This is an optimization exercise on Yosys and OpenROAD, whose aim is small area, not a production implementation.
The RTL was checked by simulation tests, not by an equivalence proof against the original design.
Power figures rest on the tool's default switching activity, not on a simulated workload.

<file path="flow/run.sh">
#!/bin/bash
# synth_recipe.tcl (not shown) runs the flow's synth.tcl, then flattens the netlist and writes it again
# the make line also repeats each setting of config.mk as NAME=value (left out here)
make -C /OpenROAD-flow-scripts/flow DESIGN_CONFIG=/design/flow/config.mk WORK_HOME=/design/flow/orfs CLKGATE_MAP_FILE= SYNTH_SCRIPT=/design/flow/synth_recipe.tcl finish
</file>
<file path="flow/config.mk">
export PLATFORM = sky130hd
export DESIGN_NAME = branch_pred
export DESIGN_NICKNAME = branch_pred
export VERILOG_FILES = /design/flow/design.v
export SDC_FILE = /design/flow/constraint.sdc
export NUM_CORES = 4
export LEC_CHECK = 0
export ABC_AREA = 1
export CAP_MARGIN = 20
export CELL_PAD_IN_SITES_DETAIL_PLACEMENT = 2
export CELL_PAD_IN_SITES_GLOBAL_PLACEMENT = 4
export CORE_MARGIN = 2
export CORE_UTILIZATION = 25
export PLACE_DENSITY = 0.45
export SETUP_SLACK_MARGIN = 0.5
export SLEW_MARGIN = 20
</file>
<file path="flow/constraint.sdc">
create_clock -name core_clock -period 12.0 [get_ports {clk_in}]
set_input_delay 2.4000 -clock core_clock [delete_from_list [all_inputs] [get_ports {clk_in}]]
set_output_delay 2.4000 -clock core_clock [all_outputs]
set_load 0.01 [all_outputs]
</file>
<file path="flow/design.v">
`timescale 1ns/1ps
module fetch_pc_stage (
  input  logic           clk_in,
  input  logic           rst_N_in,       
  input  logic           next_valid,
  input  logic [63:2]    next_pc,
  input  logic           redirect_valid,
  input  logic [82:0]    redirect,       
  input  logic           l1i_req_ready,
  input  logic           l1i_valid,
  output logic           l1i_req_valid,
  output logic [63:0]    l1i_req_addr,
  output logic           line_valid,
  output logic [63:2]    cur_pc          
);
  logic              boot_q;          
  logic              pend_q;          
  logic [63:2]       addr_q;
  logic              outstanding_q;   
  logic [2:0]        stale_q;         
  logic [2:0]        stale_d;
  logic              req_fire;
  logic              resp_live;
  logic              live_after;
  logic [63:2]       redirect_pc;
  assign redirect_pc = redirect[82:21] + {{43{redirect[18]}}, redirect[18:0]};
  assign l1i_req_valid = pend_q || (next_valid && !redirect_valid);
  assign l1i_req_addr  = {(pend_q ? addr_q : next_pc), 2'b00};
  assign req_fire      = l1i_req_valid && l1i_req_ready;
  assign resp_live  = l1i_valid && outstanding_q && (stale_q == 3'd0);
  assign live_after = (outstanding_q && !resp_live) || req_fire;
  always_comb begin
    stale_d = stale_q;
    if (l1i_valid && stale_q != 3'd0) stale_d = stale_d - 3'd1;
    if (redirect_valid) begin
      stale_d = stale_d + 3'(outstanding_q && !resp_live) + 3'(req_fire);
    end
  end
  assign line_valid = resp_live;
  assign cur_pc     = addr_q;
  always_ff @(posedge clk_in) begin
    if (rst_N_in) begin
      boot_q        <= 1'b1;
      pend_q        <= 1'b0;
      outstanding_q <= 1'b0;
      stale_q       <= 3'd0;
    end else begin
      boot_q  <= 1'b0;
      stale_q <= stale_d;
      if (resp_live) outstanding_q <= 1'b0;
      if (req_fire) outstanding_q <= 1'b1;
      if (redirect_valid) begin
        pend_q <= 1'b1;
        if (live_after) outstanding_q <= 1'b0;
      end else if (boot_q) begin
        pend_q <= 1'b1;
      end else begin
        pend_q <= l1i_req_valid && !l1i_req_ready;
      end
    end
  end
  always_ff @(posedge clk_in) begin
    if (redirect_valid) addr_q <= redirect_pc;
    else if (boot_q) addr_q <= '0;
    else if (!pend_q && next_valid) addr_q <= next_pc;
  end
endmodule
`timescale 1ns/1ps
module predecode_stage (
  input  logic           clk_in,
  input  logic           rst_N_in,       
  input  logic           line_valid,
  input  logic [511:0]   line,           
  input  logic [3:0]     word_idx,       
  input  logic           flush,
  output logic           dec_valid,
  output logic [11:0]    dec_kind,       
  output logic [103:0]   dec_imm         
);
  localparam logic [2:0] K_NONE  = 3'd0;
  localparam logic [2:0] K_B     = 3'd1;
  localparam logic [2:0] K_BL    = 3'd2;
  localparam logic [2:0] K_RET   = 3'd3;
  localparam logic [2:0] K_BCOND = 3'd4;
  logic [11:0]  kind_d;
  logic [103:0] imm_d;
  for (genvar i = 0; i < 4; i++) begin : g_slot
    logic [3:0]  idx;
    logic [31:0] w;
    assign idx = word_idx + 4'(i);              
    assign w   = line[32*idx +: 32];
    always_comb begin
      kind_d[3*i +: 3] = K_NONE;
      if (w[31:26] == 6'b000101) kind_d[3*i +: 3] = K_B;
      else if (w[31:26] == 6'b100101) kind_d[3*i +: 3] = K_BL;
      else if (w[31:10] == 22'b1101011001011111000000 && w[4:0] == 5'd0) kind_d[3*i +: 3] = K_RET;
      else if (w[31:24] == 8'b01010100 && !w[4]) kind_d[3*i +: 3] = K_BCOND;
    end
    assign imm_d[26*i +: 26] = w[25:0];
  end
  always_ff @(posedge clk_in) begin
    if (rst_N_in) dec_valid <= 1'b0;
    else          dec_valid <= line_valid && !flush;
  end
  always_ff @(posedge clk_in) begin
    dec_kind <= kind_d;
    dec_imm  <= imm_d;
  end
endmodule
`timescale 1ns/1ps
module gshare_pht (
  input  logic           clk_in,
  input  logic           rst_N_in,       
  input  logic [1:0]     lookup_grp,     
  input  logic [3:0]     lookup_word,    
  output logic [3:0]     lookup_taken,
  input  logic           train_valid,
  input  logic [5:0]     train_idx,      
  input  logic           train_taken
);
  logic [3:0]    ghr_q;                
  logic [2047:0] pht_q;                
  logic [127:0]  row;                  
  logic [15:0]   grp;                  
  logic [1:0]    ctr;                  
  logic [1:0]    wdata;
  logic [1023:0] we;
  always_comb begin
    row = '0;
    for (int g = 0; g < 16; g++) begin
      if (ghr_q == 4'(g)) row = row | pht_q[128*g +: 128];
    end
  end
  always_comb begin
    for (int k = 0; k < 16; k++) grp[k] = row[2*(16*lookup_grp + k) + 1];
  end
  always_comb begin
    for (int i = 0; i < 4; i++) lookup_taken[i] = grp[lookup_word + 4'(i)];
  end
  assign ctr = row[2*train_idx +: 2];
  always_comb begin
    if (rst_N_in) wdata = 2'b01;
    else wdata = {(ctr[1] & ctr[0]) | (ctr[1] & train_taken) | (ctr[0] & train_taken),
                  (ctr[1] & ~ctr[0]) | (ctr[1] & train_taken) | (~ctr[0] & train_taken)};
  end
  always_comb begin
    for (int e = 0; e < 1024; e++) begin
      we[e] = rst_N_in || (train_valid && ghr_q == 4'(e >> 6) && train_idx == 6'(e));
    end
  end
  always_ff @(posedge clk_in) begin
    for (int e = 0; e < 1024; e++) begin
      if (we[e]) pht_q[2*e +: 2] <= wdata;
    end
  end
  always_ff @(posedge clk_in) begin
    if (rst_N_in) ghr_q <= '0;
    else if (train_valid) ghr_q <= {ghr_q[2:0], train_taken};
  end
endmodule
`timescale 1ns/1ps
module return_stack (
  input  logic           clk_in,
  input  logic           rst_N_in,       
  input  logic           push,
  input  logic [63:2]    push_addr,
  input  logic           pop,
  output logic [63:2]    top
);
  logic [62*8-1:0] mem_q;
  logic [2:0]      tos_q;      
  logic [3:0]      cnt_q;      
  logic [2:0]      tos_up;
  assign tos_up = tos_q + 3'd1;
  always_comb begin
    top = '0;                  
    for (int k = 0; k < 8; k++) begin
      if (cnt_q != 4'd0 && tos_q == 3'(k)) top = top | mem_q[62*k +: 62];
    end
  end
  always_ff @(posedge clk_in) begin
    if (rst_N_in) begin
      tos_q <= '0;
      cnt_q <= '0;
    end else if (push) begin
      tos_q <= tos_up;
      if (cnt_q != 4'd8) cnt_q <= cnt_q + 4'd1;
    end else if (pop && cnt_q != 4'd0) begin
      tos_q <= tos_q - 3'd1;
      cnt_q <= cnt_q - 4'd1;
    end
  end
  always_ff @(posedge clk_in) begin
    for (int k = 0; k < 8; k++) begin
      if (push && tos_up == 3'(k)) mem_q[62*k +: 62] <= push_addr;
    end
  end
endmodule
`timescale 1ns/1ps
module branch_pred (
  input  logic           clk_in,
  input  logic           rst_N_in,           
  output logic           l1i_req_valid,
  output logic [63:0]    l1i_req_addr,
  input  logic           l1i_req_ready,
  input  logic           l1i_valid,
  input  logic [511:0]   l1i_line,           
  input  logic           x_resolve_valid,
  input  logic [64:0]    x_resolve,          
  input  logic           x_redirect_valid,
  input  logic [82:0]    x_redirect,         
  output logic           window_valid,
  output logic [354:0]   window,             
  output logic [63:0]    pred_pc
);
  localparam logic [2:0] K_B     = 3'd1;
  localparam logic [2:0] K_BL    = 3'd2;
  localparam logic [2:0] K_RET   = 3'd3;
  localparam logic [2:0] K_BCOND = 3'd4;
  logic          line_valid;
  logic [63:2]   cur_pc;           
  logic [63:2]   next_pc;
  logic          dec_valid;
  logic [11:0]   dec_kind;
  logic [103:0]  dec_imm;
  logic [3:0]    slot_taken;
  logic [63:2]   ras_top;
  logic          ras_push;
  logic          ras_pop;
  logic [63:2]   push_addr;
  logic [3:0]    s;                
  logic [3:0]    alive;            
  logic [3:0]    term;             
  logic [3:0]    is_bl, is_ret;
  logic [63:2]   tgt [4];          
  logic [63:2]   fall;
  logic [63:6]   line_up;          
  assign s = cur_pc[5:2];
  fetch_pc_stage u_fetch (
    .clk_in(clk_in), .rst_N_in(rst_N_in),
    .next_valid(dec_valid), .next_pc(next_pc),
    .redirect_valid(x_redirect_valid), .redirect(x_redirect),
    .l1i_req_ready(l1i_req_ready), .l1i_valid(l1i_valid),
    .l1i_req_valid(l1i_req_valid), .l1i_req_addr(l1i_req_addr),
    .line_valid(line_valid), .cur_pc(cur_pc)
  );
  predecode_stage u_predecode (
    .clk_in(clk_in), .rst_N_in(rst_N_in),
    .line_valid(line_valid), .line(l1i_line), .word_idx(s),
    .flush(x_redirect_valid),
    .dec_valid(dec_valid), .dec_kind(dec_kind), .dec_imm(dec_imm)
  );
  gshare_pht u_pht (
    .clk_in(clk_in), .rst_N_in(rst_N_in),
    .lookup_grp(cur_pc[7:6]), .lookup_word(s), .lookup_taken(slot_taken),
    .train_valid(x_resolve_valid), .train_idx(x_resolve[8:3]), .train_taken(x_resolve[0])
  );
  return_stack u_ras (
    .clk_in(clk_in), .rst_N_in(rst_N_in),
    .push(ras_push), .push_addr(push_addr),
    .pop(ras_pop), .top(ras_top)
  );
  assign line_up = cur_pc[63:6] + 58'd1;
  always_comb begin
    logic       live;
    logic [2:0] k;
    logic [25:0] imm;
    live    = 1'b1;
    window  = '0;
    window[354:291] = {cur_pc, 2'b00};
    for (int i = 0; i < 4; i++) begin
      k        = dec_kind[3*i +: 3];
      imm      = dec_imm[26*i +: 26];
      live     = live && (i == 0 || 5'(s) + 5'(i) < 5'd16);
      alive[i] = live;
      is_bl[i] = live && k == K_BL;
      is_ret[i] = live && k == K_RET;
      term[i]  = live && (k == K_B || k == K_BL || k == K_RET || (k == K_BCOND && slot_taken[i]));
      if (k == K_RET) tgt[i] = ras_top;
      else if (k == K_BCOND) tgt[i] = {cur_pc[63:6], s + 4'(i)} + {{43{imm[23]}}, imm[23:5]};
      else tgt[i] = {cur_pc[63:6], s + 4'(i)} + {{36{imm[25]}}, imm};
      if (live) begin
        window[290:288]    = 3'(i + 1);
        window[72*i + 69 +: 3] = k;
        window[72*i + 68]  = (k == K_BCOND) && slot_taken[i];
        window[72*i + 64 +: 4] = (k == K_BCOND) ? imm[3:0] : 4'd0;
        window[72*i +: 64] = (k == 3'd0 || k > K_BCOND) ? 64'd0 : {tgt[i], 2'b00};
      end
      live = live && !term[i];
    end
  end
  assign fall = (s >= 4'd12) ? {line_up, 4'd0} : {cur_pc[63:6], s + 4'd4};
  always_comb begin
    next_pc = (term == 4'd0) ? fall : '0;
    for (int i = 0; i < 4; i++) if (term[i]) next_pc = next_pc | tgt[i];
  end
  assign pred_pc = {next_pc, 2'b00};
  always_comb begin
    push_addr = '0;
    for (int i = 0; i < 4; i++) begin
      if (is_bl[i]) push_addr = push_addr | ((5'(s) + 5'(i) == 5'd15) ? {line_up, 4'd0}
                                                                      : {cur_pc[63:6], s + 4'(i + 1)});
    end
  end
  assign ras_push     = dec_valid && (is_bl != 4'd0);
  assign ras_pop      = dec_valid && (is_ret != 4'd0);
  assign window_valid = dec_valid;
endmodule
</file>
==> results.json, run 1 <==
{
  "numCtsBuffers": 334,
  "cts-root-buf": "clkbuf_16",
  "slowest_delay_ns": 0.88,
  "synth_edf_count": 2606,
  "crit_path_start_kind": "register",
  "ys_seq_area_frac": 0.5251,
  "grt_pass1_wl_mm": 1319,
  "finalClockSkew_ns": 0.1629,
  "fin_cells": 27090,
  "synth.distinct_cells": 71,
  "vdd_drop_max_v": 0.0002296,
  "synthCells": 17750,
  "min_period_over_period": 0.9541,
  "synth_async_sr_flop_share": 0,
  "cp_num_buf_inv": 5,
  "fmax_mhz": 87.35,
  "rr_worst_depth": 24,
  "dieHeight_um": 789.2,
  "grt_usage": 0.3067,
  "drtIter0Drc": 11290,
  "areaGrowthSynthToFinish_pct": 21.56,
  "place_inst": 26380,
  "cpLargestDelayFamily": "simple AND/OR/NAND/NOR gates",
  "synth.avg_cell_area_um2": 8.685,
  "place_congestion": 1.054,
  "vias": 143800,
  "r2r_end": "u_ras.mem_q[188]",
  "power_density_mw_per_mm2": 316.9,
  "crit_path_frequent_cell": "nand2_1",
  "worst_hold_path_type": "register to register",
  "synth_flop_cell": "edfxtp_1",
  "grt_setup_unrepaired": "yes",
  "synth.top_cell.area_share": 0.5077,
  "num_io_pins": 1151,
  "hold_viol_final": 0,
  "clock_latency_ns": 1.04,
  "p_leak_uw": 0.07160,
  "dpl.hpwl_mm": 734.3,
  "reg2reg_slack_ns": 3.30,
  "drive_above_1_share": 0.06443,
  "status": "complete, no violations",
  "htree_levels": 5,
  "ys_warn_count": 6,
  "worst_pin_slew_ns": 1.295,
  "cts_tree": "done",
  "antenna_found_initial": 243,
  "die_x_um": 789.2,
  "path_depth": 28,
  "whs_ns": 0.5267,
  "via_per_inst": 5.308,
  "cts_num_sinks": 2740,
  "wl_per_cell_um": 36.58,
  "portBuffers": 1076,
  "first_pass_iters": 6,
  "finalSetupViolCount": 0,
  "yosysTopAreaCell": "edfxtp_1",
  "relSlewSlack": 0.1285,
  "rows": 288,
  "cp_max_fo": 39,
  "slew_viol_final": 0,
  "gr-total-overflow": 0,
  "dieArea_mm2": 0.6228,
  "cap_violations": 0,
  "worstReg2RegStart": "u_pht.ghr_q[0]",
  "synthTopCellsByArea": "edfxtp_1 (51%), nand2_1 (12%), o21ai_0 (6.3%)",
  "start_util": 0.2507,
  "fin_crit_ns": 11.45,
  "grt_pass1_vias": 147700,
  "clk_pin_slew_worst_paths_ns": 0.06,
  "crit_path_end_kind": "output pin",
  "critical_path_required_ns": 9.60,
  "drt_wl_total_mm": 990.9,
  "crit_slowest_cell": "inv_4",
  "num-nets-final": 19610,
  "cts.path.max_buffers": 4,
  "final_antenna_net_count": 0,
  "critPathArrivalTime_ns": 9.05,
  "cts_hold_buf": 0,
  "grt_max_degree": 185,
  "crit_path_end": "l1i_req_addr[12]",
  "route.detailed.drc": 0,
  "syn-cell-area_mm2": 0.1541,
  "crit_path_start": "u_pht.ghr_q[0]",
  "ys_ff_latch": 2740,
  "fp.coreArea_mm2": 0.6148,
  "crit_type": "register to output pin"
}
==> metal layers <==
metal | share of wire | GRT usage
met1 | 0.43 | 0.4006
met2 | 0.48 | 0.5249
met3 | 0.041 | 0.03325
met4 | 0.043 | 0.1095
met5 | 0.00019 | 0
==> kinds of logic after synthesis <==
| family | after synthesis | share of synthesized area |
|---|---|---|
| buffers and inverters | 2296 | 0.05719 |
| AND/OR/NAND/NOR | 7812 | 0.2041 |
| other | 1 | 0.00002433 |
| AO/OA/AOI/OAI | 3914 | 0.1462 |
| flip-flops | 2740 | 0.5251 |
| multiplexers | 354 | 0.02299 |
| XOR/XNOR | 291 | 0.01654 |
| adder cells (fa/ha/maj) | 338 | 0.02778 |
==> area by class of cell <==
class / count / area [µm²]
Inverter: 1221 / 4639
Timing Repair Buffer: 1581 / 15480
Multi-Input combinational cell: 12720 / 65420
Clock inverter: 173 / 1494
Sequential cell: 2740 / 80940
Fill cell: 68870 / 427400
Clock buffer: 435 / 8996
Antenna cell: 94 / 235.2
Tap cell: 8120 / 10160
==> per-stage QoR <==
step	setup WS, ns	power [µW]	util	setup TNS, ns	area [µm²]
final	0.5512	59370	0.3048	0	187400
after global routing	0.4330	61400	0.3046	0	187300
after detailed placement	1.513	49340	0.2871	0	176500
after global placement	1.404	49150	0.2867	0	176300
after floorplan	-1.435	28610	-	-1469.09	154400
after CTS	0.5582	59460	0.3043	0	187100
==> cell usage after synthesis, types with 38 or more instances <==
| cell type | n |
|---|---|
| a21boi_0 | 42 |
| a21oi_1 | 820 |
| a221oi_1 | 174 |
| a22o_1 | 55 |
| a31oi_1 | 276 |
| buf_1 | 137 |
| buf_2 | 99 |
| clkbuf_1 | 819 |
| dfxtp_1 | 134 |
| edfxtp_1 | 2606 |
| ha_1 | 331 |
| inv_1 | 1182 |
| mux2i_1 | 354 |
| nand2_1 | 5037 |
| nand3_1 | 785 |
| nand4_1 | 232 |
| nor2_1 | 1487 |
| nor3_1 | 124 |
| nor4_1 | 66 |
| o2111ai_1 | 48 |
| o211ai_1 | 145 |
| o21a_1 | 63 |
| o21ai_0 | 1938 |
| o221ai_1 | 38 |
| o22ai_1 | 96 |
| xnor2_1 | 103 |
| xor2_1 | 188 |
==> where the power goes <==
part / switching, µW / internal, µW
Clock: 4360 / 5580
Combinational: 27200 / 9370
Sequential: 665 / 12200
Total: 32200 / 27100
==> timing repair <==
| item | 4_1_cts | 5_1_grt |
|---|---|---|
| resized for setup | 1 | 5 |
| pin swaps | 2 | 1 |
| endpoints found under the setup margin | 5 | 12 |
| buffers inserted | 6 | 2 |
==> flip-flops by register name (all words and copies together), names as in the netlist <==
name	flops
u_fetch.stale_q	3
u_pht.ghr_q	4
u_pht.pht_q	2048
u_ras.cnt_q	4
u_predecode.dec_imm	104
u_ras.tos_q	3
u_fetch.outstanding_q	1
u_predecode.dec_valid	1
u_fetch.pend_q	1
u_ras.mem_q	496
u_fetch.boot_q	1
u_predecode.dec_kind	12
u_fetch.addr_q	62
==> worst min-delay path by stage <==
stage | start | end | slack (ns) | cells past startpoint
2_1_floorplan | u_fetch.outstanding_q | u_predecode.dec_valid | 0.46 | 2
3_3_place_gp | u_ras.tos_q[0] | u_ras.tos_q[0] | 0.51 | 1
3_5_place_dp | u_ras.tos_q[0] | u_ras.tos_q[0] | 0.52 | 1
4_1_cts | u_fetch.outstanding_q | u_fetch.outstanding_q | 0.53 | 2
5_1_grt | u_fetch.outstanding_q | u_fetch.outstanding_q | 0.58 | 2
6_report | u_fetch.outstanding_q | u_fetch.outstanding_q | 0.53 | 2
==> worst min-delay path: stages (launching register included) <==
cell and delay, ns:
dfxtp_1 0.31, nand2_1 0.09, a211oi_1 0.07
==> layout by cell type (no fill, tap or decap), types with 101 or more instances in the layout <==
cell type,n
inv_1,1157
nand3_1,784
nand4_1,232
a21oi_1,809
clkbuf_16,341
nor2_1,1431
ha_1,328
nand2_1,5010
xnor2_1,101
o21ai_0,1894
dfxtp_1,133
xor2_1,186
nor3_1,105
mux2i_1,354
clkdlybuf4s50_1,1072
o211ai_1,145
a221oi_1,174
edfxtp_1,2606
buf_4,427
a31oi_1,272
==> run 2, diff against run 1 <==
--- a/flow/design.v
+++ b/flow/design.v
@@ -5,3 +5,3 @@
   input  logic           next_valid,
-  input  logic [63:2]    next_pc,
+  input  logic [63:2]    next_pc,        
   input  logic           redirect_valid,
@@ -27,3 +27,3 @@
   assign l1i_req_valid = pend_q || (next_valid && !redirect_valid);
-  assign l1i_req_addr  = {(pend_q ? addr_q : next_pc), 2'b00};
+  assign l1i_req_addr  = {next_pc, 2'b00};
   assign req_fire      = l1i_req_valid && l1i_req_ready;
@@ -64,3 +64,3 @@
     else if (boot_q) addr_q <= '0;
-    else if (!pend_q && next_valid) addr_q <= next_pc;
+    else addr_q <= next_pc;
   end
@@ -86,7 +86,25 @@
   logic [103:0] imm_d;
+  logic [32*7-1:0] quad;
+  logic [32*4-1:0] wsel;
+  always_comb begin
+    for (int j = 0; j < 7; j++) begin
+      case (word_idx[3:2])
+        2'd0:    quad[32*j +: 32] = line[32*j +: 32];
+        2'd1:    quad[32*j +: 32] = line[32*(j+4) +: 32];
+        2'd2:    quad[32*j +: 32] = line[32*(j+8) +: 32];
+        default: quad[32*j +: 32] = (j < 4) ? line[32*(j+12) +: 32] : 32'd0;   
+      endcase
+    end
+    for (int j = 0; j < 4; j++) begin
+      case (word_idx[1:0])
+        2'd0:    wsel[32*j +: 32] = quad[32*j +: 32];
+        2'd1:    wsel[32*j +: 32] = quad[32*(j+1) +: 32];
+        2'd2:    wsel[32*j +: 32] = quad[32*(j+2) +: 32];
+        default: wsel[32*j +: 32] = quad[32*(j+3) +: 32];
+      endcase
+    end
+  end
   for (genvar i = 0; i < 4; i++) begin : g_slot
-    logic [3:0]  idx;
     logic [31:0] w;
-    assign idx = word_idx + 4'(i);              
-    assign w   = line[32*idx +: 32];
+    assign w = wsel[32*i +: 32];
     always_comb begin
@@ -145,6 +163,8 @@
   end
+  logic [15:0] row_sel;
+  logic [63:0] col_sel;
   always_comb begin
-    for (int e = 0; e < 1024; e++) begin
-      we[e] = rst_N_in || (train_valid && ghr_q == 4'(e >> 6) && train_idx == 6'(e));
-    end
+    for (int g = 0; g < 16; g++) row_sel[g] = rst_N_in || (train_valid && ghr_q == 4'(g));
+    for (int p = 0; p < 64; p++) col_sel[p] = rst_N_in || (train_idx == 6'(p));
+    for (int e = 0; e < 1024; e++) we[e] = row_sel[e >> 6] && col_sel[e % 64];
   end
@@ -235,3 +255,3 @@
   logic [63:2]   tgt [4];          
-  logic [63:2]   fall;
+  logic [63:2]   seq_pc;
   logic [63:6]   line_up;          
@@ -262,7 +282,16 @@
   );
-  assign line_up = cur_pc[63:6] + 58'd1;
+  logic [63:28]  hi, hi_up, hi_dn;
+  logic [27:6]   mid_up;
+  assign hi     = cur_pc[63:28];
+  assign hi_up  = hi + 36'd1;
+  assign hi_dn  = hi - 36'd1;
+  assign mid_up = cur_pc[27:6] + 22'd1;
+  assign line_up = (&cur_pc[27:6]) ? {hi_up, 22'd0} : {hi, mid_up};
   always_comb begin
-    logic       live;
-    logic [2:0] k;
+    logic        live;
+    logic [2:0]  k;
     logic [25:0] imm;
+    logic [25:0] off;
+    logic [26:0] lo;
+    logic        jmp, up, dn;
     live    = 1'b1;
@@ -271,19 +300,24 @@
     for (int i = 0; i < 4; i++) begin
-      k        = dec_kind[3*i +: 3];
-      imm      = dec_imm[26*i +: 26];
-      live     = live && (i == 0 || 5'(s) + 5'(i) < 5'd16);
-      alive[i] = live;
-      is_bl[i] = live && k == K_BL;
+      k         = dec_kind[3*i +: 3];
+      imm       = dec_imm[26*i +: 26];
+      live      = live && (i == 0 || 5'(s) + 5'(i) < 5'd16);
+      alive[i]  = live;
+      is_bl[i]  = live && k == K_BL;
       is_ret[i] = live && k == K_RET;
-      term[i]  = live && (k == K_B || k == K_BL || k == K_RET || (k == K_BCOND && slot_taken[i]));
-      if (k == K_RET) tgt[i] = ras_top;
-      else if (k == K_BCOND) tgt[i] = {cur_pc[63:6], s + 4'(i)} + {{43{imm[23]}}, imm[23:5]};
-      else tgt[i] = {cur_pc[63:6], s + 4'(i)} + {{36{imm[25]}}, imm};
+      term[i]   = live && (k == K_B || k == K_BL || k == K_RET || (k == K_BCOND && slot_taken[i]));
+      off       = (k == K_BCOND) ? {{7{imm[23]}}, imm[23:5]} : imm;
+      lo        = {1'b0, cur_pc[27:6], s + 4'(i)} + {1'b0, off};
+      jmp       = live && (k == K_B || k == K_BL || k == K_BCOND);
+      up        = lo[26] && !off[25];
+      dn        = !lo[26] && off[25];
+      tgt[i][27:2]  = ({26{jmp}} & lo[25:0]) | ({26{is_ret[i]}} & ras_top[27:2]);
+      tgt[i][63:28] = ({36{jmp && up}} & hi_up) | ({36{jmp && dn}} & hi_dn)
+                    | ({36{jmp && !up && !dn}} & hi) | ({36{is_ret[i]}} & ras_top[63:28]);
       if (live) begin
-        window[290:288]    = 3'(i + 1);
+        window[290:288]        = 3'(i + 1);
         window[72*i + 69 +: 3] = k;
-        window[72*i + 68]  = (k == K_BCOND) && slot_taken[i];
+        window[72*i + 68]      = (k == K_BCOND) && slot_taken[i];
         window[72*i + 64 +: 4] = (k == K_BCOND) ? imm[3:0] : 4'd0;
-        window[72*i +: 64] = (k == 3'd0 || k > K_BCOND) ? 64'd0 : {tgt[i], 2'b00};
       end
+      window[72*i +: 64] = {tgt[i], 2'b00};
       live = live && !term[i];
@@ -291,15 +325,11 @@
   end
-  assign fall = (s >= 4'd12) ? {line_up, 4'd0} : {cur_pc[63:6], s + 4'd4};
+  logic [4:0] seq_word;
+  assign seq_word = 5'(s) + 5'(window[290:288]);    
+  assign seq_pc   = seq_word[4] ? {line_up, 4'd0} : {cur_pc[63:6], seq_word[3:0]};
   always_comb begin
-    next_pc = (term == 4'd0) ? fall : '0;
-    for (int i = 0; i < 4; i++) if (term[i]) next_pc = next_pc | tgt[i];
-  end
-  assign pred_pc = {next_pc, 2'b00};
-  always_comb begin
-    push_addr = '0;
-    for (int i = 0; i < 4; i++) begin
-      if (is_bl[i]) push_addr = push_addr | ((5'(s) + 5'(i) == 5'd15) ? {line_up, 4'd0}
-                                                                      : {cur_pc[63:6], s + 4'(i + 1)});
-    end
+    next_pc = (!dec_valid) ? cur_pc : (term == 4'd0) ? seq_pc : '0;
+    for (int i = 0; i < 4; i++) if (dec_valid && term[i]) next_pc = next_pc | tgt[i];
   end
+  assign pred_pc   = {next_pc, 2'b00};
+  assign push_addr = seq_pc;
   assign ras_push     = dec_valid && (is_bl != 4'd0);
==> flow/flow/run.sh (new file) <==
#!/bin/bash
# The standard layout (standard.sh) with these changes: ABC maps the logic
# with dc2 and the &nf mapper (flow/abc_area_nf.script); the ports are buffered
# with buf_1; the clock tree uses clkbuf_8/clkbuf_16 and no dummy loads.  The
# synthesis script is the standard flow's own with the abc override inserted after its
# first line.
set -euo pipefail
here=$(pwd)
export MY_ABC_SCRIPT=$here/flow/abc_area_nf.script
{ head -n 1 synth_recipe.tcl; cat flow/abc_override.tcl; tail -n +2 synth_recipe.tcl; } > synth_nf.tcl
bash standard.sh SYNTH_SCRIPT=$here/synth_nf.tcl \
  "BUFFER_PORTS_ARGS=-buffer_cell sky130_fd_sc_hd__buf_1" \
  "CTS_ARGS=-sink_clustering_enable -repair_clock_nets -buf_list {sky130_fd_sc_hd__clkbuf_8 sky130_fd_sc_hd__clkbuf_16} -dont_use_dummy_load" \
  finish > $here/make_flow.log 2>&1
==> flow/flow/abc_area_nf.script (new file) <==
strash; dc2; &get -n; &st; &dch; &nf -R 1000; &put
==> flow/flow/abc_override.tcl (new file) <==
# ABC maps the logic with the script in MY_ABC_SCRIPT instead of the
# platform's; everything else in synthesis, flip-flop mapping included, stays.
proc abc {args} {
  set i [lsearch -exact $args -script]
  if { $i >= 0 && [info exists ::env(MY_ABC_SCRIPT)] } { lset args [expr {$i + 1}] $::env(MY_ABC_SCRIPT) }
  yosys abc {*}$args
}
==> flow/standard.sh (new file) <==
#!/bin/bash
# synth_recipe.tcl (not shown) runs the flow's synth.tcl, then flattens the netlist and writes it again
# the make line also repeats each setting of config.mk as NAME=value (left out here)
make -C /OpenROAD-flow-scripts/flow DESIGN_CONFIG=/design/flow/config.mk WORK_HOME=/design/flow/orfs CLKGATE_MAP_FILE= SYNTH_SCRIPT=/design/flow/synth_recipe.tcl "${@:-finish}"
==> flow/config.mk (replaced) <==
export PLATFORM = sky130hd
export DESIGN_NAME = branch_pred
export DESIGN_NICKNAME = branch_pred
export VERILOG_FILES = /design/flow/design.v
export SDC_FILE = /design/flow/constraint.sdc
export NUM_CORES = 4
export LEC_CHECK = 0
export ABC_AREA = 1
export CAP_MARGIN = 30
export CELL_PAD_IN_SITES_DETAIL_PLACEMENT = 1
export CELL_PAD_IN_SITES_GLOBAL_PLACEMENT = 2
export CORE_MARGIN = 2
export CORE_UTILIZATION = 35
export PLACE_DENSITY = 0.5
export SETUP_SLACK_MARGIN = 0.2
export SLEW_MARGIN = 45
removed: flow/run.sh
==> results.json, run 2 <==
{
  "status": "complete, no violations",
  "grt_pass1_wl_mm": 829.8,
  "grt_pass1_vias": 102100,
  "largest_reg_flops": 2048,
  "start_util": 0.3508,
  "dpl.hpwl_mm": 417.4,
  "drt_wl_total_mm": 609.6,
  "hold_viol_final": 0,
  "yosysTopAreaCell": "edfxtp_1",
  "cap_violations": 0,
  "cts-root-buf": "clkbuf_16",
  "final_common_cell": "edfxtp_1",
  "synth.avg_cell_area_um2": 12.71,
  "slew_viol_final": 0,
  "synthTopCellsByArea": "edfxtp_1 (63%), a222oi_1 (5.7%), nor2_1 (4.7%)",
  "ys_seq_area_frac": 0.6629,
  "num-nets-final": 12430,
  "via_per_inst": 6.309,
  "antenna_found_initial": 56,
  "first_pass_iters": 13,
  "crit_path_start_kind": "register",
  "vdd_drop_max_v": 0.0001193,
  "finalSetupViolCount": 0,
  "synth_flop_cell": "edfxtp_1",
  "synth.top_cells.by_count": "edfxtp_1 (2544), nor2_1 (1519), nand2_1 (920)",
  "grt_max_degree": 163,
  "fillers": 36440,
  "clock_latency_ns": 0.95,
  "synth_edf_count": 2544,
  "whs_ns": 0.4786,
  "clk_pin_slew_worst_paths_ns": 0.06,
  "reg2reg_slack_ns": 3.43,
  "synth_async_sr_flop_share": 0,
  "crit_path_frequent_cell": "nand2_1",
  "dieArea_mm2": 0.3509,
  "gr-total-overflow": 0,
  "crit_path_end_kind": "output pin",
  "drive_above_1_share": 0.1175,
  "grt_usage": 0.3343,
  "drtIter0Drc": 13560,
  "cts_tree": "done",
  "portBuffers": 1076,
  "cts_hold_buf": 0,
  "synthCells": 9533,
  "power_density_mw_per_mm2": 174.8,
  "syn-cell-area_mm2": 0.1212,
  "synth.distinct_cells": 65,
  "final_antenna_net_count": 0,
  "min_period_over_period": 0.9599,
  "p_leak_uw": 0.04967,
  "finalClockSkew_ns": 0.1134,
  "cp_max_fo": 13,
  "worst_hold_path_type": "register to register",
  "relSlewSlack": 0.3274,
  "htree_levels": 5,
  "grt_setup_unrepaired": "no",
  "worst_pin_slew_ns": 1.007,
  "vias": 102000,
  "largest_registers": "u_pht.pht_q x2048, u_ras.mem_q x496, u_predecode.dec_imm x104",
  "wl_per_cell_um": 37.70,
  "regMostFlops": "u_pht.pht_q",
  "crit_slowest_cell": "a222oi_1",
  "cts_num_sinks": 2740,
  "ys_ff_latch": 2740,
  "critPathArrivalTime_ns": 9.12,
  "ys_warn_count": 6,
  "placed_area_mm2": 0.1375,
  "layout_common_cells": "edfxtp_1 (2544), nor2_1 (1467), buf_1 (1047)",
  "route.detailed.drc": 0,
  "slowest_delay_ns": 0.55,
  "critical_path_required_ns": 9.60,
  "fp.coreArea_mm2": 0.3454,
  "final_area_mm2": 0.1469,
  "fin_crit_ns": 11.52,
  "num_io_pins": 1151,
  "crit_type": "register to output pin",
  "cts.path.max_buffers": 4,
  "place_congestion": 0.9186,
  "synth.top_cell.area_share": 0.6305,
  "rows": 216,
  "die_x_um": 592.4,
  "fmax_mhz": 86.82,
  "areaGrowthSynthToFinish_pct": 21.28,
  "numCtsBuffers": 311,
  "synthMostInstantiatedCell": "edfxtp_1",
  "dieHeight_um": 592.4
}
==> run 2: cell count changes after synthesis, sizes merged, moves of 613 or more <==
cell / previous run / this run
o21ai: 1967 / 516
a222oi: 0 / 691
nand3: 788 / 175
clkbuf: 820 / 0
inv: 1204 / 0
nand2: 5039 / 920
==> run 2: worst max-delay path, delay by kind of cell (launching register included) <==
| kind | cells | cell delay, ns |
|---|---|---|
| fa+ha+maj | 2 | 0.40 |
| flops | 1 | 0.34 |
| simple gates | 21 | 3.33 |
| compound gates | 10 | 2.44 |
| buf+inv | 10 | 1.65 |
==> run 2: final cells by class <==
type,instances,area [µm²],share of cell area
Clock buffer,311,7782,0.05296
Timing Repair Buffer,1787,11000,0.07487
Tap cell,4578,5728,0.03898
Sequential cell,2740,80360,0.5469
Inverter,123,475.5,0.003236
Multi-Input combinational cell,6604,41530,0.2826
Antenna cell,27,67.56,0.0004598
==> run 2: report_power, final <==
| part | internal [µW] | switching [µW] |
|---|---|---|
| combinational | 1590 | 4020 |
| sequential | 11500 | 403 |
| clock | 4520 | 3620 |
==> run 2: worst paths after layout <==
check | start | endpoint | depth (start not counted)
hold reg to reg | u_fetch.outstanding_q | u_predecode.dec_valid | 1
setup reg to reg | u_pht.ghr_q[0] | u_fetch.addr_q[56] | 46
hold / removal | u_fetch.outstanding_q | u_predecode.dec_valid | 1
setup / recovery | u_pht.ghr_q[0] | l1i_req_addr[43] | 43
==> run 2: cells by family after synthesis <==
logic type | after synthesis | share of synthesized area
compound gates | 3056 | 0.1832
xor+xnor | 122 | 0.008819
fa+ha+maj | 198 | 0.02094
buf+inv | 202 | 0.008705
flops | 2740 | 0.6629
mux | 36 | 0.003191
other cells | 1 | 0.00003095
simple gates | 3178 | 0.1122
==> run 2: routing by layer <==
metal / vias to the layer above / GRT usage / part of all wire
li1: 42940 / - / -
met1: 53620 / 0.4263 / 0.40
met2: 4549 / 0.5520 / 0.47
met3: 872 / 0.06845 / 0.079
met4: 34 / 0.1417 / 0.048
met5: - / 0 / 0.00035
==> run 2: what timing repair did <==
action                                  CTS  global route
buffers inserted                         27            47
pin swaps                                25            62
hold endpoints to repair                  0             0
cloned                                    0             3
endpoints found under the setup margin  196           227
gates resized for setup                 112           142
==> run 2: stage by stage <==
step | setup TNS (ns) | util | setup slack (ns) | std cells | total power (µW)
after floorplan | -4636.36 | - | -2.757 | 9546 | 14820
after global placement | -0.01686 | 0.3943 | -0.008797 | 15700 | 17280
after detailed placement | 0 | 0.3981 | 0.09344 | 15750 | 17460
after CTS | 0 | 0.4225 | 0.2010 | 16090 | 25620
after global routing | 0 | 0.4253 | 0.1111 | 16150 | 26490
final | 0 | 0.4254 | 0.4814 | 16170 | 25680
==> run 3, diff against run 2 <==
--- a/flow/flow/run.sh
+++ b/flow/flow/run.sh
@@ -3,3 +3,3 @@
 # with dc2 and the &nf mapper (flow/abc_area_nf.script); the ports are buffered
-# with buf_1; the clock tree uses clkbuf_8/clkbuf_16 and no dummy loads.  The
+# with buf_1; the clock tree uses clkbuf_8 in clusters of at most 16 sinks and no dummy loads.  The
 # synthesis script is the standard flow's own with the abc override inserted after its
@@ -12,3 +12,3 @@
   "BUFFER_PORTS_ARGS=-buffer_cell sky130_fd_sc_hd__buf_1" \
-  "CTS_ARGS=-sink_clustering_enable -repair_clock_nets -buf_list {sky130_fd_sc_hd__clkbuf_8 sky130_fd_sc_hd__clkbuf_16} -dont_use_dummy_load" \
+  "CTS_ARGS=-sink_clustering_enable -repair_clock_nets -buf_list {sky130_fd_sc_hd__clkbuf_8} -dont_use_dummy_load -sink_clustering_size 16 -sink_clustering_max_diameter 60" \
   finish > $here/make_flow.log 2>&1
==> results.json, run 3 <==
{
  "synthMuxAreaShare": 0.003191,
  "p_leak_uw": 0.04781,
  "grt_usage": 0.3338,
  "crit_path_frequent_cell": "buf_4",
  "synthXorXnorAreaFrac": 0.008819,
  "first_pass_iters": 10,
  "final_core_util": 0.4140,
  "synthCells": 9533,
  "grt_pass1_vias": 101700,
  "synth_compound_area_frac": 0.1832,
  "synth_top_family_by_area": "compound AO/OA/AOI/OAI gates",
  "htree_levels": 5,
  "fin_cells": 16130,
  "areaGrowthSynthToFinish_pct": 18.01,
  "synth_flop_cell": "edfxtp_1",
  "largest_registers": "u_pht.pht_q x2048, u_ras.mem_q x496, u_predecode.dec_imm x104",
  "grt_pass1_wl_mm": 828.7,
  "finalClockSkew_ns": 0.1479,
  "crit_path_end_kind": "output pin",
  "drt_wl_total_mm": 607.6,
  "place_congestion": 0.9186,
  "synth.distinct_cells": 65,
  "ys_warn_count": 6,
  "layout_common_cells": "edfxtp_1 (2544), nor2_1 (1466), buf_1 (1046)",
  "dieHeight_um": 592.4,
  "cp_max_fo": 13,
  "synth.top_cells.by_count": "edfxtp_1 (2544), nor2_1 (1519), nand2_1 (920)",
  "cts-root-buf": "clkbuf_8",
  "relSlewSlack": 0.3377,
  "start_util": 0.3508,
  "route.detailed.drc": 0,
  "dieArea_mm2": 0.3509,
  "fp.coreArea_mm2": 0.3454,
  "yosysTopAreaCell": "edfxtp_1",
  "crit_type": "register to output pin",
  "grt_max_degree": 163,
  "slowest_delay_ns": 0.49,
  "fin_tns_setup_ns": 0,
  "power_density_mw_per_mm2": 158.4,
  "synth_simple_gate_area_share": 0.1122,
  "clock_latency_ns": 1.10,
  "synth-adder-area-share": 0.02094,
  "synth_edf_count": 2544,
  "synthMostInstantiatedCell": "edfxtp_1",
  "gr-total-overflow": 0,
  "fin_crit_ns": 11.59,
  "ys_seq_area_frac": 0.6629,
  "worst_pin_slew_ns": 0.9974,
  "cts.path.max_buffers": 4,
  "vdd_drop_max_v": 0.0001049,
  "hold_viol_final": 0,
  "num_io_pins": 1151,
  "rows": 216,
  "final_antenna_net_count": 0,
  "largest_reg_flops": 2048,
  "die_x_um": 592.4,
  "min_period_over_period": 0.9660,
  "slew_viol_final": 0,
  "synthTopCellsByArea": "edfxtp_1 (63%), a222oi_1 (5.7%), nor2_1 (4.7%)",
  "grt_setup_unrepaired": "no",
  "portBuffers": 1076,
  "num-nets-final": 12390,
  "fmax_mhz": 86.27,
  "synth_async_sr_flop_share": 0,
  "cts_num_sinks": 2740,
  "clk_pin_slew_worst_paths_ns": 0.10,
  "dpl.hpwl_mm": 417.4,
  "ys_ff_latch": 2740,
  "cap_violations": 0,
  "syn-cell-area_mm2": 0.1212,
  "regMostFlops": "u_pht.pht_q",
  "antenna_found_initial": 56,
  "synth.avg_cell_area_um2": 12.71,
  "drive_above_1_share": 0.1170,
  "status": "complete, no violations",
  "finalSetupViolCount": 0,
  "critPathArrivalTime_ns": 9.19,
  "final_common_cell": "edfxtp_1",
  "numCtsBuffers": 262,
  "vias": 101500,
  "crit_slowest_cell": "a222oi_1",
  "worst_hold_path_type": "register to register",
  "cts_hold_buf": 0,
  "cts_tree": "done",
  "wl_per_cell_um": 37.68,
  "critical_path_required_ns": 9.60,
  "via_per_inst": 6.291,
  "place_inst": 15750,
  "crit_path_start_kind": "register",
  "synth.top_cell.area_share": 0.6305,
  "drtIter0Drc": 13490
}
==> run 3: report_power, final <==
part | internal (µW) | leakage [µW] | switching (µW)
Combinational | 1610 | 0.0208 | 4020
Sequential | 11500 | 0.0252 | 404
Clock | 1950 | 0.00188 | 3170
==> run 3: repair_timing <==
item,in CTS,in global routing
gates cloned,1,1
gates resized for setup,143,145
pin swaps,36,73
setup buffers,44,41
endpoints found under the setup margin,241,223
==> run 3: path summary, 6_finish.rpt <==
| check | startpoint | end | slack (ns) | cells after the start |
|---|---|---|---|---|
| max | u_pht.ghr_q[3] | l1i_req_addr[43] | 0.41 | 41 |
| min | u_fetch.outstanding_q | u_predecode.dec_valid | 0.48 | 1 |
| max reg2reg | u_pht.ghr_q[3] | u_fetch.addr_q[56] | 3.55 | 44 |
| min reg2reg | u_fetch.outstanding_q | u_predecode.dec_valid | 0.48 | 1 |
==> run 3: area by class of cell <==
type	instances	area [µm²]
fill	36810	202400
sequential	2740	80360
multi-input combinational	6604	41640
timing repair buffer	1798	11110
tap	4578	5728
clock buffer	262	3606
inverter	123	475.5
antenna	23	57.56
==> run 3: worst max-delay path, delay by kind of cell (launching register included) <==
kind                       cells  cell delay [ns]
and+or+nand+nor               21             3.53
DFF                            1             0.44
AOI/OAI and AO/OA             10             2.38
adders and majority gates      2             0.40
buffers and inverters          8             1.38
==> run 3: kinds of logic (layout without fill, tap and decap cells) <==
group | count (synthesis) | count (layout)
compound gates | 3056 | 3056
xor+xnor | 122 | 122
fa+ha+maj | 198 | 198
buf+inv | 202 | 2183
flops | 2740 | 2740
mux | 36 | 36
other cells | 1 | 37
simple gates | 3178 | 3178
==> run 3: through the flow <==
stage	power, µW	area [µm²]	hold WS, ns	setup slack [ns]
6_report	22650	143000	0.4847	0.4085
3_3_place_gp	17280	136200	0.4722	-0.008797
2_1_floorplan	14820	121400	0.4586	-2.757
4_1_cts	22600	142000	0.4865	0.2033
5_1_grt	23440	143000	0.4928	0.1414
3_5_place_dp	17460	137500	0.4726	0.09344
==> run 3: per-layer routing <==
layer,part of all wire,track usage,vias to the layer above
met5,0.00035,0,-
met4,0.046,0.1403,34
met3,0.078,0.06396,840
met2,0.48,0.5525,4430
met1,0.40,0.4276,53380
li1,-,-,42770
==> run 4, diff against run 3 <==
--- a/flow/design.v
+++ b/flow/design.v
@@ -25,3 +25,16 @@
   logic [63:2]       redirect_pc;
-  assign redirect_pc = redirect[82:21] + {{43{redirect[18]}}, redirect[18:0]};
+  logic [19:0] rc;
+  logic [20:2] rlo;
+  logic [63:21] rhi, rhi_up, rhi_dn;
+  always_comb begin
+    rc[0] = 1'b0;
+    for (int b = 0; b < 19; b++) begin
+      rlo[2 + b] = redirect[21 + b] ^ redirect[b] ^ rc[b];
+      rc[b+1]    = (redirect[21 + b] & redirect[b]) | (redirect[21 + b] & rc[b]) | (redirect[b] & rc[b]);
+    end
+  end
+  assign rhi    = redirect[82:40];
+  assign rhi_up = rhi + 43'd1;
+  assign rhi_dn = rhi - 43'd1;
+  assign redirect_pc = {(rc[19] && !redirect[18]) ? rhi_up : (!rc[19] && redirect[18]) ? rhi_dn : rhi, rlo};
   assign l1i_req_valid = pend_q || (next_valid && !redirect_valid);
@@ -74,2 +87,3 @@
   input  logic [3:0]     word_idx,       
+  input  logic [14:6]    pc_mid,         
   input  logic           flush,
@@ -77,3 +91,5 @@
   output logic [11:0]    dec_kind,       
-  output logic [103:0]   dec_imm         
+  output logic [15:0]    dec_cond,       
+  output logic [103:0]   dec_sum,        
+  output logic [3:0]     dec_carry       
 );
@@ -85,3 +101,5 @@
   logic [11:0]  kind_d;
-  logic [103:0] imm_d;
+  logic [15:0]  cond_d;
+  logic [103:0] sum_d;
+  logic [3:0]   carry_d;
   logic [32*7-1:0] quad;
@@ -116,3 +134,18 @@
     end
-    assign imm_d[26*i +: 26] = w[25:0];
+    logic [25:0] off;
+    logic [13:0] c;
+    logic [12:0] a;
+    logic [12:0] sl;
+    assign off = (kind_d[3*i +: 3] == K_BCOND) ? {{7{w[23]}}, w[23:5]} : w[25:0];
+    assign a   = {pc_mid, word_idx + 4'(i)};
+    always_comb begin
+      c[0] = 1'b0;
+      for (int b = 0; b < 13; b++) begin
+        sl[b]  = a[b] ^ off[b] ^ c[b];
+        c[b+1] = (a[b] & off[b]) | (a[b] & c[b]) | (off[b] & c[b]);
+      end
+    end
+    assign sum_d[26*i +: 26] = {off[25:13], sl};
+    assign carry_d[i] = c[13];
+    assign cond_d[4*i +: 4] = w[3:0];
   end
@@ -123,4 +156,6 @@
   always_ff @(posedge clk_in) begin
-    dec_kind <= kind_d;
-    dec_imm  <= imm_d;
+    dec_kind  <= kind_d;
+    dec_cond  <= cond_d;
+    dec_sum   <= sum_d;
+    dec_carry <= carry_d;
   end
@@ -244,3 +279,5 @@
   logic [11:0]   dec_kind;
-  logic [103:0]  dec_imm;
+  logic [15:0]   dec_cond;
+  logic [103:0]  dec_sum;
+  logic [3:0]    dec_carry;
   logic [3:0]    slot_taken;
@@ -268,5 +305,6 @@
     .clk_in(clk_in), .rst_N_in(rst_N_in),
-    .line_valid(line_valid), .line(l1i_line), .word_idx(s),
+    .line_valid(line_valid), .line(l1i_line), .word_idx(s), .pc_mid(cur_pc[14:6]),
     .flush(x_redirect_valid),
-    .dec_valid(dec_valid), .dec_kind(dec_kind), .dec_imm(dec_imm)
+    .dec_valid(dec_valid), .dec_kind(dec_kind), .dec_cond(dec_cond),
+    .dec_sum(dec_sum), .dec_carry(dec_carry)
   );
@@ -292,4 +330,4 @@
     logic [2:0]  k;
-    logic [25:0] imm;
-    logic [25:0] off;
+    logic [12:0] offh;
+    logic [13:0] c;
     logic [26:0] lo;
@@ -301,3 +339,2 @@
       k         = dec_kind[3*i +: 3];
-      imm       = dec_imm[26*i +: 26];
       live      = live && (i == 0 || 5'(s) + 5'(i) < 5'd16);
@@ -307,7 +344,13 @@
       term[i]   = live && (k == K_B || k == K_BL || k == K_RET || (k == K_BCOND && slot_taken[i]));
-      off       = (k == K_BCOND) ? {{7{imm[23]}}, imm[23:5]} : imm;
-      lo        = {1'b0, cur_pc[27:6], s + 4'(i)} + {1'b0, off};
+      offh      = dec_sum[26*i + 13 +: 13];
+      c[0]      = dec_carry[i];
+      for (int b = 0; b < 13; b++) begin
+        lo[13 + b] = cur_pc[15 + b] ^ offh[b] ^ c[b];
+        c[b+1]     = (cur_pc[15 + b] & offh[b]) | (cur_pc[15 + b] & c[b]) | (offh[b] & c[b]);
+      end
+      lo[12:0]  = dec_sum[26*i +: 13];
+      lo[26]    = c[13];
       jmp       = live && (k == K_B || k == K_BL || k == K_BCOND);
-      up        = lo[26] && !off[25];
-      dn        = !lo[26] && off[25];
+      up        = lo[26] && !offh[12];
+      dn        = !lo[26] && offh[12];
       tgt[i][27:2]  = ({26{jmp}} & lo[25:0]) | ({26{is_ret[i]}} & ras_top[27:2]);
@@ -319,3 +362,3 @@
         window[72*i + 68]      = (k == K_BCOND) && slot_taken[i];
-        window[72*i + 64 +: 4] = (k == K_BCOND) ? imm[3:0] : 4'd0;
+        window[72*i + 64 +: 4] = (k == K_BCOND) ? dec_cond[4*i +: 4] : 4'd0;
       end
--- a/flow/config.mk
+++ b/flow/config.mk
@@ -14,3 +14,3 @@
 export PLACE_DENSITY = 0.5
-export SETUP_SLACK_MARGIN = 0.2
+export SETUP_SLACK_MARGIN = 0.1
 export SLEW_MARGIN = 45
==> results.json, run 4 <==
{
  "synthCells": 9166,
  "cpLargestDelayFamily": "adder cells",
  "num-nets-final": 12040,
  "crit_path_frequent_cell": "fa_1",
  "synth_flop_cell": "edfxtp_1",
  "cts.path.max_buffers": 4,
  "vias": 100000,
  "num_io_pins": 1151,
  "relSlewSlack": 0.3644,
  "areaGrowthSynthToFinish_pct": 18.25,
  "vdd_drop_max_v": 0.0001085,
  "clock_latency_ns": 1.11,
  "layout_common_cells": "edfxtp_1 (2544), nor2_1 (1503), buf_1 (1057)",
  "grt_pass1_wl_mm": 842.9,
  "cts_tree": "done",
  "worst_pin_slew_ns": 0.9434,
  "antenna_found_initial": 52,
  "final_antenna_net_count": 0,
  "grt_usage": 0.3440,
  "slew_viol_final": 0,
  "status": "complete, no violations",
  "p_total_uw": 22480,
  "portBuffers": 1076,
  "synthMostInstantiatedCell": "edfxtp_1",
  "drtIter0Drc": 13690,
  "first_pass_iters": 10,
  "yosysTopAreaCell": "edfxtp_1",
  "htree_levels": 5,
  "whs_ns": 0.4820,
  "fmax_mhz": 85.17,
  "ys_warn_count": 6,
  "reg2reg_slack_ns": 1.87,
  "hold_viol_final": 0,
  "synth.top_cell.area_share": 0.6380,
  "syn-cell-area_mm2": 0.1197,
  "finalClockSkew_ns": 0.1709,
  "largest_reg_flops": 2048,
  "cts_num_sinks": 2760,
  "synth.distinct_cells": 68,
  "grt_pass1_vias": 101000,
  "critical_path_required_ns": 9.60,
  "cap_violations": 0,
  "worst_hold_path_type": "register to register",
  "drt_wl_total_mm": 617.2,
  "route.detailed.drc": 0,
  "cp_num_buf_inv": 5,
  "via_per_inst": 6.333,
  "cp_max_fo": 8,
  "dieArea_mm2": 0.3468,
  "dpl.hpwl_mm": 422.6,
  "wl_per_cell_um": 39.08,
  "fillers": 36050,
  "grt_max_degree": 173,
  "numCtsBuffers": 268,
  "synth.avg_cell_area_um2": 13.06,
  "crit_type": "register to output pin",
  "grt_setup_unrepaired": "yes",
  "p_leak_uw": 0.04638,
  "crit_slowest_cell": "nand3_1",
  "synth.top_cells.by_count": "edfxtp_1 (2544), nor2_1 (1560), nand2_1 (843)",
  "rows": 214,
  "place_congestion": 0.9842,
  "ys_seq_area_frac": 0.6741,
  "critPathArrivalTime_ns": 9.34,
  "start_util": 0.3521,
  "synthTopCellsByArea": "edfxtp_1 (64%), a222oi_1 (5.7%), nor2_1 (4.9%)",
  "regMostFlops": "u_pht.pht_q",
  "crit_path_end_kind": "output pin",
  "min_period_over_period": 0.9785,
  "drive_above_1_share": 0.1189,
  "cts-root-buf": "clkbuf_8",
  "power_density_mw_per_mm2": 158.7,
  "finalSetupViolCount": 0,
  "final_common_cell": "edfxtp_1",
  "fp.coreArea_mm2": 0.3401,
  "clk_pin_slew_worst_paths_ns": 0.08,
  "ys_ff_latch": 2760,
  "fin_crit_ns": 11.74,
  "die_x_um": 588.9,
  "largest_registers": "u_pht.pht_q x2048, u_ras.mem_q x496, u_predecode.dec_sum x104",
  "gr-total-overflow": 0,
  "dieHeight_um": 588.9,
  "cts_hold_buf": 0,
  "synth_async_sr_flop_share": 0,
  "slowest_delay_ns": 0.65,
  "synth_edf_count": 2544,
  "crit_path_start_kind": "register",
  "path_cells": "clkinv_1 > fa_1 > clkinv_1 > fa_1 > clkinv_1 > fa_1 > fa_1 > fa_1 > fa_1 > fa_1 > fa_1 > fa_1 > fa_1 > fa_1 > fa_1 > fa_2 > nand3_1 > o22ai_1 > a221o_1 > a222oi_1 > nand4_1 > buf_12 > buf_1",
  "final_core_util": 0.4164
}
## run 4: cell types whose count changed in the layout (fill, tap and decap cells not counted), sizes merged, moves of 42 or more
| cell | delta |
|---|---|
| o21ai | -54 |
| nand2 | -77 |
| a21oi | -78 |
| o22ai | -99 |
| nor2 | +42 |
| fa | +113 |
| buf | +54 |
| clkinv | +52 |
| a221oi | +48 |
| ha | -158 |
## run 4: timing repair
| action | CTS | global route |
|---|---|---|
| pin swaps | 28 | 46 |
| resized for setup | 102 | 72 |
| setup buffers | 38 | 20 |
| endpoints found under the setup margin | 115 | 108 |
| cloned | 2 | 3 |
## run 4: routing by layer
| layer | vias to the layer above | global-route usage | wire [µm] |
|---|---|---|---|
| li1 | 41370 | - | - |
| met3 | 911 | 0.04576 | 42410 |
| met4 | 12 | 0.1527 | 31210 |
| met5 | - | 0 | 77 |
| met1 | 53060 | 0.4515 | 250000 |
| met2 | 4668 | 0.5691 | 293500 |
## run 4: path summary, 6_finish.rpt
kind / from / endpoint / cells past startpoint
max: u_fetch.addr_q[15] / pred_pc[39] / 23
max reg2reg: u_fetch.addr_q[2] / u_predecode.dec_sum[90] / 26
min: u_ras.cnt_q[3] / u_ras.cnt_q[3] / 1
min reg2reg: u_ras.cnt_q[3] / u_ras.cnt_q[3] / 1
## run 4: area by class of cell
cell class,instances,area [µm²],area share
antenna,38,95.09,0.0006716
clock buffer,268,3689,0.02605
inverter,170,639.4,0.004516
multi-input combinational,6171,39340,0.2779
sequential,2760,80760,0.5704
tap,4536,5675,0.04008
timing repair buffer,1850,11390,0.08045
## run 4: report_power, final
part | switching, µW | total (µW) | leakage, µW | internal, µW
clock | 3180 | 5170 | 0.00193 | 1990
sequential | 352 | 12000 | 0.0253 | 11600
combinational | 3870 | 5350 | 0.0191 | 1480
total | 7400 | 22500 | 0.0464 | 15100
## run 4: cell families after synthesis
logic type	share of synthesized area
DFF	0.6741
muxes	0.003720
adders and majority gates	0.02357
buffers and inverters	0.01028
xor gates and xnor gates	0.006144
other	0.00003132
AOI/OAI and AO/OA	0.1719
and+or+nand+nor	0.1102
## run 4: per-stage QoR
step / area (µm²) / setup slack, ns / cells / TNS, ns
6_report: 141600 / 0.2584 / 15790 / 0
2_1_floorplan: 119900 / -3.046 / 9179 / -4744.84
3_5_place_dp: 136300 / -1.663 / 15420 / -33.92
4_1_cts: 140800 / 0.1006 / 15720 / 0
5_1_grt: 141500 / 0.07822 / 15770 / 0
3_3_place_gp: 135500 / -1.652 / 15380 / -31.76
==> run 5, diff against run 4 <==
--- a/flow/config.mk
+++ b/flow/config.mk
@@ -8,3 +8,3 @@
 export ABC_AREA = 1
-export CAP_MARGIN = 30
+export CAP_MARGIN = 25
 export CELL_PAD_IN_SITES_DETAIL_PLACEMENT = 1
@@ -15,2 +15,2 @@
 export SETUP_SLACK_MARGIN = 0.1
-export SLEW_MARGIN = 45
+export SLEW_MARGIN = 35
==> results.json, run 5 <==
{
  "crit_path_end_kind": "output pin",
  "hold_start": "u_ras.cnt_q[3]",
  "min_period_over_period": 0.9745,
  "grt_max_degree": 227,
  "worstReg2RegStart": "u_fetch.addr_q[2]",
  "synth.top_cell.area_share": 0.6380,
  "cts_tree": "done",
  "clock_latency_ns": 1.10,
  "largest_registers": "u_pht.pht_q x2048, u_ras.mem_q x496, u_predecode.dec_sum x104",
  "portBuffers": 1076,
  "ys_ff_latch": 2760,
  "synth_flop_cell": "edfxtp_1",
  "vdd_drop_max_v": 0.00009672,
  "synthTopCellsByArea": "edfxtp_1 (64%), a222oi_1 (5.7%), nor2_1 (4.9%)",
  "synth.avg_cell_area_um2": 13.06,
  "dpl.hpwl_mm": 420.1,
  "ys_warn_count": 6,
  "fin_tns_setup_ns": 0,
  "ys_seq_area_frac": 0.6741,
  "regMostFlops": "u_pht.pht_q",
  "synth_async_sr_flop_share": 0,
  "crit_path_start_kind": "register",
  "final_core_util": 0.4155,
  "grt_pass1_vias": 101000,
  "cts.path.max_buffers": 4,
  "fin_crit_ns": 11.69,
  "synth_edf_count": 2544,
  "reg2reg_slack_ns": 1.32,
  "place_congestion": 0.9842,
  "routed-wl-met3_mm": 42.91,
  "grt_pass1_wl_mm": 842.6,
  "final_area_mm2": 0.1413,
  "via_per_inst": 6.360,
  "areaGrowthSynthToFinish_pct": 18.00,
  "whs_ns": 0.4844,
  "wl_met2_mm": 294.3,
  "drt_wl_total_mm": 618.7,
  "antenna_found_initial": 65,
  "dr.max_layer_used": "met5",
  "worst_pin_slew_ns": 1.102,
  "setup_slack_ns": 0.3060,
  "placed_area_mm2": 0.1358,
  "relSlewSlack": 0.2584,
  "num-nets-final": 12040,
  "synthMostInstantiatedCell": "edfxtp_1",
  "final_common_cell": "edfxtp_1",
  "clk_pin_slew_worst_paths_ns": 0.07,
  "htree_levels": 5,
  "crit_slowest_cell": "fa_1",
  "yosysTopAreaCell": "edfxtp_1",
  "start_util": 0.3521,
  "synth.top_cells.by_count": "edfxtp_1 (2544), nor2_1 (1560), nand2_1 (843)",
  "cp_max_fo": 16,
  "grt_setup_unrepaired": "no",
  "first_pass_iters": 10,
  "layout_common_cells": "edfxtp_1 (2544), nor2_1 (1503), buf_1 (1063)",
  "slowest_delay_ns": 0.47,
  "critical_path_required_ns": 9.60,
  "multi_input_area_mm2": 0.03924,
  "synthCells": 9166,
  "power_density_mw_per_mm2": 159.3,
  "pre_cts_ws_ns": -1.575,
  "finalSetupViolCount": 0,
  "drtIter0Drc": 14160,
  "rows": 214,
  "cts_num_sinks": 2760,
  "drive_above_1_share": 0.1163,
  "drt-met1-wl_mm": 250.0,
  "final_antenna_net_count": 0,
  "fmax_mhz": 85.51,
  "wl_per_cell_um": 39.20,
  "synth.distinct_cells": 68,
  "die_x_um": 588.9,
  "dieHeight_um": 588.9,
  "crit_type": "register to output pin",
  "p_leak_uw": 0.04627,
  "largest_reg_flops": 2048,
  "fillers": 36040,
  "num_io_pins": 1151,
  "seqCellArea_mm2": 0.08075,
  "fp.coreArea_mm2": 0.3401,
  "vias": 100400,
  "finalClockSkew_ns": 0.1397,
  "grt_usage": 0.3438,
  "critPathArrivalTime_ns": 9.29,
  "route.detailed.drc": 0,
  "syn-cell-area_mm2": 0.1197,
  "gr-total-overflow": 0,
  "numCtsBuffers": 271,
  "status": "complete, no violations",
  "hold_viol_final": 0,
  "cts-root-buf": "clkbuf_8",
  "crit_path_frequent_cell": "fa_1",
  "dieArea_mm2": 0.3468,
  "cap_violations": 0,
  "crit_path_start": "u_fetch.addr_q[15]",
  "worst_hold_path_type": "register to register",
  "slew_viol_final": 0
}
## run 5: logic make-up (layout without fill, tap and decap cells)
kind of cell               Yosys count  count (layout)  share of synthesized area
AOI/OAI and AO/OA                 2774            2774                     0.1719
xor gates and xnor gates            84              84                   0.006144
adders and majority gates          153             153                    0.02357
buffers and inverters              249            2283                    0.01028
DFF                               2760            2760                     0.6741
muxes                               40              40                   0.003720
other                                1              47                 0.00003132
and+or+nand+nor                   3105            3107                     0.1102
## run 5: stage by stage
| step | power, µW | cells |
|---|---|---|
| 4_1_cts | 22470 | 15710 |
| 3_5_place_dp | 17240 | 15400 |
| 5_1_grt | 23260 | 15760 |
| 3_3_place_gp | 17150 | 15380 |
| 2_1_floorplan | 14630 | 9179 |
| 6_report | 22510 | 15780 |
## run 5: path summary, 6_finish.rpt
kind                                   to  depth (start not counted)
setup / recovery              pred_pc[46]                         25
hold / removal             u_ras.cnt_q[3]                          1
setup reg to reg  u_predecode.dec_sum[90]                         26
hold reg to reg            u_ras.cnt_q[3]                          1
## run 5: area by class of cell
class	instances	area share
multi-input cells	6172	0.2777
repair buffers	1842	0.07910
diodes	33	0.0005845
flip-flops and latches	2760	0.5715
clock buffers	271	0.02640
well taps	4536	0.04017
inverters	170	0.004525
## run 5: per-layer routing
layer	global-route usage	up-vias
met5	0	-
met4	0.1546	26
met3	0.04836	971
met2	0.5683	4714
met1	0.4492	53330
li1	-	41340
## run 5: power breakdown
part	internal, µW	switching [µW]
clock	2020	3210
combinational	1460	3870
sequential	11600	354
total	15100	7430
## run 5: worst max-delay path: cells and delay by family (launching register included)
family	cells	cell delay [ns]
and+or+nand+nor	3	0.65
DFF	1	0.46
buffers and inverters	6	1.12
AOI/OAI and AO/OA	2	0.64
adders and majority gates	13	5.21
xor gates and xnor gates	1	0.18
## run 5: what timing repair did
action / 4_1_cts / 5_1_grt
cloned: 2 / 5
hold buffers: 0 / 0
gates resized for setup: 95 / 99
pin swaps: 29 / 45
endpoints found under the setup margin: 114 / 109
buffers inserted: 36 / 30

static timing again, ports no longer ideal:
The flow's constraints put no driver on any port. The routed layouts listed below were extracted and timed again, unchanged, in two steps.
Step 1 assumes that a clkbuf_16 drives the clock port and a buf_2 every other input.
Step 2, shift: input delay + t, output delay - t, t = (earliest + latest rising clock arrival at the registers) / 2. This alone moves slack from input paths to output paths.
Slacks: no drivers / after step 1 / after step 2; pairs: no drivers / after step 1.
| run | t (ns) | slack for setup (ns) | hold WS [ns] | clock arrival spread, ns | slew at the worst register clock pin (ns) |
|---|---|---|---|---|---|
| run 1 | 1.107 | 0.551 / 0.402 / 1.508 | 0.527 / 0.527 / 0.527 | 0.163 / 0.163 | 0.08 / 0.08 |
| run 2 | 0.995 | 0.481 / 0.373 / 1.165 | 0.479 / 0.479 / 0.479 | 0.130 / 0.131 | 0.07 / 0.07 |
| run 3 | 1.129 | 0.409 / 0.303 / 1.148 | 0.485 / 0.485 / 0.485 | 0.148 / 0.148 | 0.11 / 0.11 |
| run 4 | 1.120 | 0.258 / 0.161 / -0.705 | 0.482 / 0.482 / 0.482 | 0.171 / 0.171 | 0.11 / 0.11 |
| run 5 | 1.128 | 0.306 / 0.208 / -0.747 | 0.484 / 0.484 / 0.484 | 0.140 / 0.140 | 0.11 / 0.11 |
Met with ideal ports but missed after step 2: setup timing in run 4 and run 5. The setup slack of run 5, which loses most, moves by -0.098 ns with the drivers and by -1.053 ns with both steps.
